Context: an optimization exercise on an open-source flow, tuned for small area. The choices shown serve that exercise and are no tape-out recipe. The RTL was checked by simulation tests, not by an equivalence proof against the original design. No activity file was given, so power comes from the tool's default toggle rates.

### flow/design.v
`default_nettype none
package ebvc_pkg;
	localparam int DATA_W    = 8;               
	localparam int ADDR_W    = 8;               
	localparam int MEM_DEPTH = 1 << ADDR_W;     
	typedef logic [DATA_W-1:0] byte_t;
	typedef logic [ADDR_W-1:0] addr_t;
endpackage
`default_nettype wire
`timescale 1ns/1ps
`default_nettype none
module ebvc_mem (
	input  logic            clk,
	input  logic [3:0]      ring_sel,       
	input  logic            we,             
	input  ebvc_pkg::byte_t wdata,
	output ebvc_pkg::byte_t tap             
);
	logic [127:0] ring [16];
	for (genvar r = 0; r < 16; r++) begin : g_ring
		always_ff @(posedge clk) begin
			ring[r] <= {ring[r][119:0], (we && (ring_sel == 4'(r))) ? wdata : ring[r][127:120]};
		end
	end
	assign tap = ring[ring_sel][127:120];
endmodule
`default_nettype wire
`timescale 1ns/1ps
`default_nettype none
module ebvc_top (
	input  logic            clk,
	input  logic            rst_n,
	input  logic            run,             
	input  logic            host_req,
	input  logic            host_we,
	input  ebvc_pkg::addr_t host_addr,
	input  ebvc_pkg::byte_t host_wdata,
	output logic            host_ack,
	output ebvc_pkg::byte_t host_rdata,
	output logic            busy,
	output ebvc_pkg::byte_t port_a,
	output logic            port_strobe
);
	localparam logic [1:0] S_IDLE  = 2'd0;
	localparam logic [1:0] S_FETCH = 2'd1;      
	localparam logic [1:0] S_OPER  = 2'd2;      
	localparam logic [1:0] S_DATA  = 2'd3;      
	logic [1:0] st;
	logic [3:0] ph;                             
	logic [7:0] ar;                             
	logic [7:0] oa;                             
	logic [7:0] ir;
	logic [7:0] rx, ry, rz, ra;
	logic       cf, zf;
	logic [7:0] prt;                            
	logic [7:0] addr;
	logic       match;
	logic [7:0] tap;
	logic       mem_we;
	logic [7:0] mem_wdata;
	logic [7:0] op;
	logic [1:0] sel;
	logic [7:0] src;
	logic [7:0] v;
	logic       host_go;
	assign busy       = (st != S_IDLE);
	assign addr       = !busy ? host_addr : (st == S_DATA) ? oa : ar;
	assign match      = (ph == addr[3:0]);
	assign host_go    = !busy && host_req && !host_ack && match;
	assign host_rdata = prt;
	assign port_a     = prt;
	ebvc_mem u_mem (
		.clk      (clk),
		.ring_sel (addr[7:4]),
		.we       (mem_we),
		.wdata    (mem_wdata),
		.tap      (tap)
	);
	assign op = (st == S_FETCH) ? tap : ir;
	logic is_ld, is_li, is_st, is_inz, is_dez, is_clz, is_cla, is_clc;
	logic k_add, k_sub, k_cmp, r_alu, is_jmp, is_out, is_clo, is_hlt;
	logic two, dir, taken;
	always_comb begin
		is_ld  = (op[7:5] == 3'b000) && (op[2:0] == 3'd1);
		is_li  = (op[7:5] == 3'b000) && (op[2:0] == 3'd2);
		is_st  = (op[7:5] == 3'b000) && (op[2:0] == 3'd3);
		is_inz = (op == 8'h15);
		is_dez = (op == 8'h16);
		is_clz = (op == 8'h17);
		is_cla = (op == 8'h1C);
		is_clc = (op == 8'hC6);
		k_add  = (op >= 8'h21) && (op <= 8'h25);
		k_sub  = (op >= 8'h36) && (op <= 8'h3A);
		k_cmp  = (op >= 8'hC1) && (op <= 8'hC5);
		r_alu  = (op >= 8'h21 && op <= 8'h23) || (op >= 8'h36 && op <= 8'h38) ||
			(op >= 8'hC3 && op <= 8'hC5);
		is_jmp = (op >= 8'h81) && (op <= 8'h85);
		is_out = (op >= 8'hF9) && (op <= 8'hFD);
		is_clo = (op == 8'hF9);
		is_hlt = (op == 8'hFF);
		dir    = is_ld || is_st || op == 8'h24 || op == 8'h39 || op == 8'hC1;
		two    = dir || is_li || is_jmp || op == 8'h25 || op == 8'h3A || op == 8'hC2;
		case (op)
			8'h21, 8'h36, 8'hC3, 8'hFA: sel = 2'd0;
			8'h22, 8'h37, 8'hC4, 8'hFB: sel = 2'd1;
			8'h23, 8'h38, 8'hC5, 8'hFC: sel = 2'd2;
			8'hFD:                      sel = 2'd3;
			default:                    sel = op[4:3];
		endcase
		case (op[2:0])
			3'd2:    taken = zf;
			3'd3:    taken = !zf;
			3'd4:    taken = cf;
			3'd5:    taken = !cf;
			default: taken = 1'b1;
		endcase
	end
	always_comb begin
		case (sel)
			2'd0:    src = rx;
			2'd1:    src = ry;
			2'd2:    src = rz;
			default: src = ra;
		endcase
	end
	assign v = (st == S_FETCH) ? src : tap;
	logic       sub;
	logic [8:0] s;
	logic       s_zero;
	assign sub    = k_sub || k_cmp;
	assign s      = {1'b0, ra} + {1'b0, v ^ {8{sub}}} + {8'd0, sub};
	assign s_zero = (s[7:0] == 8'd0);
	logic ex;      
	assign ex = ((st == S_FETCH) && match && !two) || ((st == S_OPER) && !dir) ||
		((st == S_DATA) && match);
	assign mem_we    = ((st == S_DATA) && match && is_st) || (host_go && host_we);
	assign mem_wdata = busy ? src : host_wdata;
	always_ff @(posedge clk) begin
		ph <= ph + 4'd1;
	end
	always_ff @(posedge clk) begin
		if (!rst_n) begin
			st          <= S_IDLE;
			host_ack    <= 1'b0;
			port_strobe <= 1'b0;
		end else begin
			port_strobe <= (st == S_FETCH) && match && is_out;
			if (host_go) begin
				host_ack <= 1'b1;
			end else if (host_ack && !host_req) begin
				host_ack <= 1'b0;
			end
			case (st)
				S_IDLE:  if (run) st <= S_FETCH;
				S_FETCH: if (match) begin
					if (is_hlt)   st <= S_IDLE;
					else if (two) st <= S_OPER;
				end
				S_OPER:  st <= dir ? S_DATA : S_FETCH;
				default: if (match) st <= S_FETCH;
			endcase
		end
	end
	always_ff @(posedge clk) begin
		if (st == S_FETCH) ir <= tap;
		if (st == S_OPER) oa <= tap;
		if (!busy) begin
			ar <= 8'd0;
		end else if (((st == S_FETCH) && match) || (st == S_OPER)) begin
			ar <= ((st == S_OPER) && is_jmp && taken) ? tap : ar + 8'd1;
		end
		if (host_go) begin
			prt <= tap;
		end else if ((st == S_FETCH) && match && is_out) begin
			prt <= is_clo ? 8'd0 : src;
		end
		if (!busy && run) begin
			rx <= 8'd0;
			ry <= 8'd0;
			rz <= 8'd0;
			ra <= 8'd0;
			cf <= 1'b0;
			zf <= 1'b0;
		end else if (busy && ex) begin
			if (is_ld || is_li) begin
				case (op[4:3])
					2'd0:    rx <= tap;
					2'd1:    ry <= tap;
					2'd2:    rz <= tap;
					default: ra <= tap;
				endcase
			end
			if (is_inz) rz <= rz + 8'd1;
			if (is_dez) rz <= rz - 8'd1;
			if (is_clz) rz <= 8'd0;
			if (is_cla) begin
				ra <= 8'd0;
				cf <= 1'b0;
				zf <= 1'b0;
			end
			if (is_clc) cf <= 1'b0;
			if (k_add) begin
				ra <= s[7:0];
				cf <= s[8];
				zf <= s_zero;
			end
			if (k_sub) begin
				ra <= s[7:0];
				cf <= !s[8];
				zf <= s_zero;
			end
			if (k_cmp) begin
				cf <= !s[8] || s_zero;
				zf <= s_zero;
			end
		end
	end
endmodule
`default_nettype wire
### flow/run.sh
#!/bin/bash
# synth_recipe.tcl (not shown) runs the flow's synth.tcl, then flattens the netlist and writes it again
# the make line also repeats each setting of config.mk as NAME=value (left out here)
make -C /OpenROAD-flow-scripts/flow DESIGN_CONFIG=/design/flow/config.mk WORK_HOME=/design/flow/orfs CLKGATE_MAP_FILE= SYNTH_SCRIPT=/design/flow/synth_recipe.tcl finish
### flow/config.mk
export PLATFORM = sky130hd
export DESIGN_NAME = ebvc_top
export DESIGN_NICKNAME = ebvc_top
export VERILOG_FILES = /design/flow/design.v
export SDC_FILE = /design/flow/constraint.sdc
export NUM_CORES = 4
export LEC_CHECK = 0
export CAP_MARGIN = 20
export CORE_MARGIN = 2
export CORE_UTILIZATION = 40
export SLEW_MARGIN = 20
### flow/constraint.sdc
create_clock -name core_clock -period 9.0 [get_ports {clk}]
set_input_delay 1.8000 -clock core_clock [delete_from_list [all_inputs] [get_ports {clk}]]
set_output_delay 1.8000 -clock core_clock [all_outputs]
set_load 0.01 [all_outputs]
==> Implementation_results.wiki <==
{| class="wikitable"
! Metric !! Value
|-
| Run status || complete, no violations
|-
| Post-CTS Setup Bufs || 0
|-
| Height of the chip || 355 microns
|-
| Setup violations, final || 0
|-
| Most common flop cell mapped by yosys || sky130_fd_sc_hd__dfxtp_1
|-
| Path category of the worst min-delay check || flop to flop
|-
| Via count of the first global-routing pass || 21400
|-
| Max Clock Skew || 0.0572 ns
|-
| Worst hold path startpoint || u_mem.ring[2][32]
|-
| Drt pass-1 iters || 8
|-
| Clock tree from TritonCTS || done
|-
| Post-route total power || 19.3 mW
|-
| Number of inserted filler cells in the final layout || 10500
|-
| Final period demand of the worst path || 7.97 ns
|-
| Most prevalent standard cell on the critical path || sky130_fd_sc_hd__a21o_1
|-
| Syn-to-layout area delta || 17.5%
|-
| CTS Sinks || 2122
|-
| Ratio of cells with drive above 1 in the final layout || 12.2%
|-
| Async set-or-reset flop fraction in the synthesized netlist || 0%
|-
| Highest fanout seen on the critical path || 14
|-
| Via-per-instance ratio || 4.29
|-
| Hold buffers post-CTS || 0
|-
| Post-layout nets || 3491
|-
| Aggregate routed wire length || 86100 microns
|-
| Count of boundary I/O pins || 40
|-
| Maximum number of pins on one net before global-route repair || 46
|-
| Worst path arrival time || 8.59 ns
|-
| Unrepaired setup endpoints after global routing || false
|-
| Worst setup SP type || input pin
|-
| Routed length per instance || 16.5 microns
|-
| Cell types with the largest area share after synthesis || sky130_fd_sc_hd__dfxtp_1 85%, sky130_fd_sc_hd__a21oi_1 1.8%, sky130_fd_sc_hd__nor2_1 1.5%, sky130_fd_sc_hd__edfxtp_1 0.97%, sky130_fd_sc_hd__mux2i_1 0.79%
|-
| Remaining routing DRC violations || 0
|-
| Worst-Margin Slew || 1.04 ns
|-
| Max-cap violation count || 0
|-
| P_leak || 22.8 nW
|-
| Syn. warnings || 3
|-
| Startpoint of the worst setup timing path || host_addr[5]
|-
| Share of the clock period used by the worst path || 88.5%
|-
| Portion of the post-synthesis area used by sequential elements || 86.5%
|-
| #FFs+latches synth || 2122
|-
| Crit path required time || 9.62 ns
|-
| Total of cells resized after clock tree synthesis || 0
|-
| Synthesized area per cell || 15.1 sq um
|-
| Total power per unit cell area || 332 nW/um^2
|-
| Rel. slew slack || 30.6%
|-
| Worst hold slack || 0.297 ns
|-
| Horizontal extent of the die || 355 microns
|-
| Startpoint of the lowest-slack register-to-register path || st[0]
|-
| Vias post-DR || 22500
|-
| Floorplan Core Area || 122000 sq um
|-
| Delay of the slowest cell on the worst path || 0.50 ns
|-
| Final Hold Viols || 0
|-
| Summed instance area of the synthesized netlist || 49300 sq um
|-
| Max rail drop VDD || 0.213 mV
|-
| Reg clk slew, reported paths || 0.07 ns
|-
| Wire length of the first global-routing pass || 129000 microns
|-
| Critical Path Slowest Stage Cell || sky130_fd_sc_hd__or3_1
|-
| Overall overflow remaining after global route || 0
|-
| Remaining antenna violation count after routing || 0
|-
| Half-perimeter wire length after detailed placement || 55800 microns
|-
| EDFF count, synth || 16
|-
| Number of distinct library cells after synthesis || 93
|-
| Number of instances in the synthesized netlist || 3257
|-
| Buffers from clock root to sink, at most || 3
|-
| Effective utilization at floorplan || 40.4%
|-
| Die outline area || 126000 sq um
|-
| Clock latency of the later-clocked register in the worst-skew pair || 0.79 ns
|-
| H-Tree Level Count || 4
|-
| Synth Net Count || 3296
|-
| Critical Path End Type || flop
|-
| Final core utilization || 47.5%
|-
| Number of max-slew violations in the final report || 0
|-
| Leading area contributor after synthesis || sky130_fd_sc_hd__dfxtp_1
|-
| GPL Wtd Cong || 0.902
|-
| Achievable clock frequency || 0.126 GHz
|-
| Antenna violations before repair || 5
|-
| DRC violation total after the first TritonRoute iteration || 1392
|-
| Std cell rows || 128
|-
| Setup CP Type || input pin to flop
|-
| Number of input and output port buffers inserted || 39
|-
| CTS root buffer || sky130_fd_sc_hd__clkbuf_16
|-
| Total routing usage reported by global routing || 13.7%
|-
| Sum of negative setup slack || 0 ns
|-
| Fraction of post-synthesis cell area in the top cell type by area || 85.5%
|-
| Cts bufs inserted || 181
|}
-- cell usage in the layout (no fill, tap or decap), types with 14 or more instances in the layout --
cell / count
sky130_fd_sc_hd__a21oi_1: 167
sky130_fd_sc_hd__clkbuf_1: 32
sky130_fd_sc_hd__nand2_1: 88
sky130_fd_sc_hd__xnor2_1: 16
sky130_fd_sc_hd__clkinv_2: 42
sky130_fd_sc_hd__clkdlybuf4s50_1: 39
sky130_fd_sc_hd__dfxtp_1: 2106
sky130_fd_sc_hd__nor3_1: 24
sky130_fd_sc_hd__o21ai_0: 70
sky130_fd_sc_hd__clkbuf_16: 182
sky130_fd_sc_hd__and4_1: 27
sky130_fd_sc_hd__edfxtp_1: 16
sky130_fd_sc_hd__ha_1: 16
sky130_fd_sc_hd__nor4_1: 14
sky130_fd_sc_hd__buf_4: 71
sky130_fd_sc_hd__o22ai_1: 22
sky130_fd_sc_hd__nand3_1: 71
sky130_fd_sc_hd__nor2_1: 202
sky130_fd_sc_hd__clkbuf_8: 40
sky130_fd_sc_hd__mux2i_1: 38
sky130_fd_sc_hd__inv_1: 24
-- synthesized netlist by cell type, types with 4 or more instances --
cell type / instances
sky130_fd_sc_hd__nand2_1: 88
sky130_fd_sc_hd__inv_1: 24
sky130_fd_sc_hd__and3_1: 12
sky130_fd_sc_hd__a22oi_1: 8
sky130_fd_sc_hd__nor2_1: 203
sky130_fd_sc_hd__o22a_1: 5
sky130_fd_sc_hd__o22ai_1: 22
sky130_fd_sc_hd__o211a_1: 5
sky130_fd_sc_hd__clkbuf_1: 49
sky130_fd_sc_hd__ha_1: 17
sky130_fd_sc_hd__nor2b_1: 6
sky130_fd_sc_hd__xnor2_1: 16
sky130_fd_sc_hd__a21oi_1: 174
sky130_fd_sc_hd__buf_6: 11
sky130_fd_sc_hd__a31oi_1: 5
sky130_fd_sc_hd__nor4_1: 15
sky130_fd_sc_hd__nor3_1: 25
sky130_fd_sc_hd__a211oi_1: 9
sky130_fd_sc_hd__and2_1: 10
sky130_fd_sc_hd__buf_2: 19
sky130_fd_sc_hd__buf_4: 17
sky130_fd_sc_hd__nand4_1: 4
sky130_fd_sc_hd__o211ai_1: 5
sky130_fd_sc_hd__a32oi_1: 4
sky130_fd_sc_hd__nor3b_1: 6
sky130_fd_sc_hd__xor2_1: 9
sky130_fd_sc_hd__nand3_1: 71
sky130_fd_sc_hd__edfxtp_1: 16
sky130_fd_sc_hd__a21o_1: 13
sky130_fd_sc_hd__o221ai_1: 5
sky130_fd_sc_hd__a31o_2: 4
sky130_fd_sc_hd__or4_1: 4
sky130_fd_sc_hd__mux2_2: 13
sky130_fd_sc_hd__or3_1: 8
sky130_fd_sc_hd__o2111a_1: 5
sky130_fd_sc_hd__and4_1: 27
sky130_fd_sc_hd__or2_2: 5
sky130_fd_sc_hd__nand2b_1: 13
sky130_fd_sc_hd__o21ai_1: 6
sky130_fd_sc_hd__mux2i_1: 39
sky130_fd_sc_hd__a32o_1: 4
sky130_fd_sc_hd__o21ai_0: 70
sky130_fd_sc_hd__inv_2: 6
sky130_fd_sc_hd__dfxtp_1: 2106
-- cell families (layout without fill, tap and decap cells) --
kind of cell | after synthesis | count (layout) | synth area share (%)
fa+ha+maj | 18 | 18 | 0.472
compound gates | 391 | 391 | 4.96
mux | 56 | 56 | 1.20
buf+inv | 129 | 474 | 1.33
xor+xnor | 25 | 25 | 0.444
other cells | 0 | 1 | 0
simple gates | 516 | 516 | 5.13
flops | 2122 | 2122 | 86.5
-- metrics by stage --
step,setup slack [ns],instance area [sq um],std cells
detailed placement,0.345,51800,4893
global placement,0.396,51800,4893
CTS,1.10,57900,5226
global route,0.563,57900,5227
finish,1.03,57900,5228
floorplan,1.41,49300,3257
-- worst paths after layout --
path	end	slack, ns	cells past startpoint
max	cf	1.03	33
min	u_mem.ring[2][40]	0.30	0
max reg2reg	cf	1.12	30
min reg2reg	u_mem.ring[2][40]	0.30	0
-- area by class of cell --
cell class / count / area [sq um] / share of cell area (%)
sequential: 2122 / 42600 / 73.6
multi-input combinational: 1006 / 6070 / 10.5
clock buffer: 254 / 5230 / 9.02
tap: 1625 / 2030 / 3.51
timing repair buffer: 111 / 938 / 1.62
clock inverter: 79 / 911 / 1.57
inverter: 30 / 113 / 0.194
antenna: 1 / 2.50 / 0.00432
-- state kept, by name, summed over array words and instances, names as in the netlist --
register / cells
ar: 8
cf: 1
host_ack: 1
ir: 8
oa: 8
ph: 4
port_strobe: 1
prt: 8
ra: 8
rx: 8
ry: 8
rz: 8
st: 2
u_mem.ring: 2048
zf: 1
-- power breakdown --
group	switching (mW)	internal (mW)	total [mW]
Sequential	0.0574	9.60	9.66
Combinational	1.31	0.570	1.88
Clock	3.26	4.46	7.72
-- critical path: cells and delay by family --
kind | cells | cell delay (ns)
AOI/OAI and AO/OA | 14 | 2.62
and+or+nand+nor | 10 | 1.97
buffers and inverters | 5 | 1.09
muxes | 2 | 0.46
adders and majority gates | 1 | 0.43
xor gates and xnor gates | 1 | 0.19
-- per-layer routing --
metal,vias to the layer above,part of all wire [%],GRT usage (%)
met2,512,43,20.7
met3,159,5.1,3.43
met5,-,0.021,0
met4,2,2.9,5.38
met1,10600,49,18.9
li1,11200,-,-

==> static timing again, ports no longer ideal <==
How much do the figures lean on ideal ports? The routed layout below was timed once more, with nothing changed but the port constraints. Step 1 sets driving cells, clkbuf_16 on the clock port and buf_2 on the other inputs (assumed; they add their load-dependent delay and slew). Step 2 times the ports against the registers' clock, not the clock port: input delays grow and output delays shrink by t, the midpoint of the rising clock arrivals with the driver on. Three values: ideal ports, drivers, drivers and shift; two values: the first two.
t, ns: 0.822
setup slack, ns: 1.032 / 1.032 / 0.210
hold WS [ns]: 0.297 / 0.297 / 0.297
After both steps this run still meets setup and hold. The setup slack of this run moves by 0.000 ns with the drivers and by -0.822 ns with both steps.
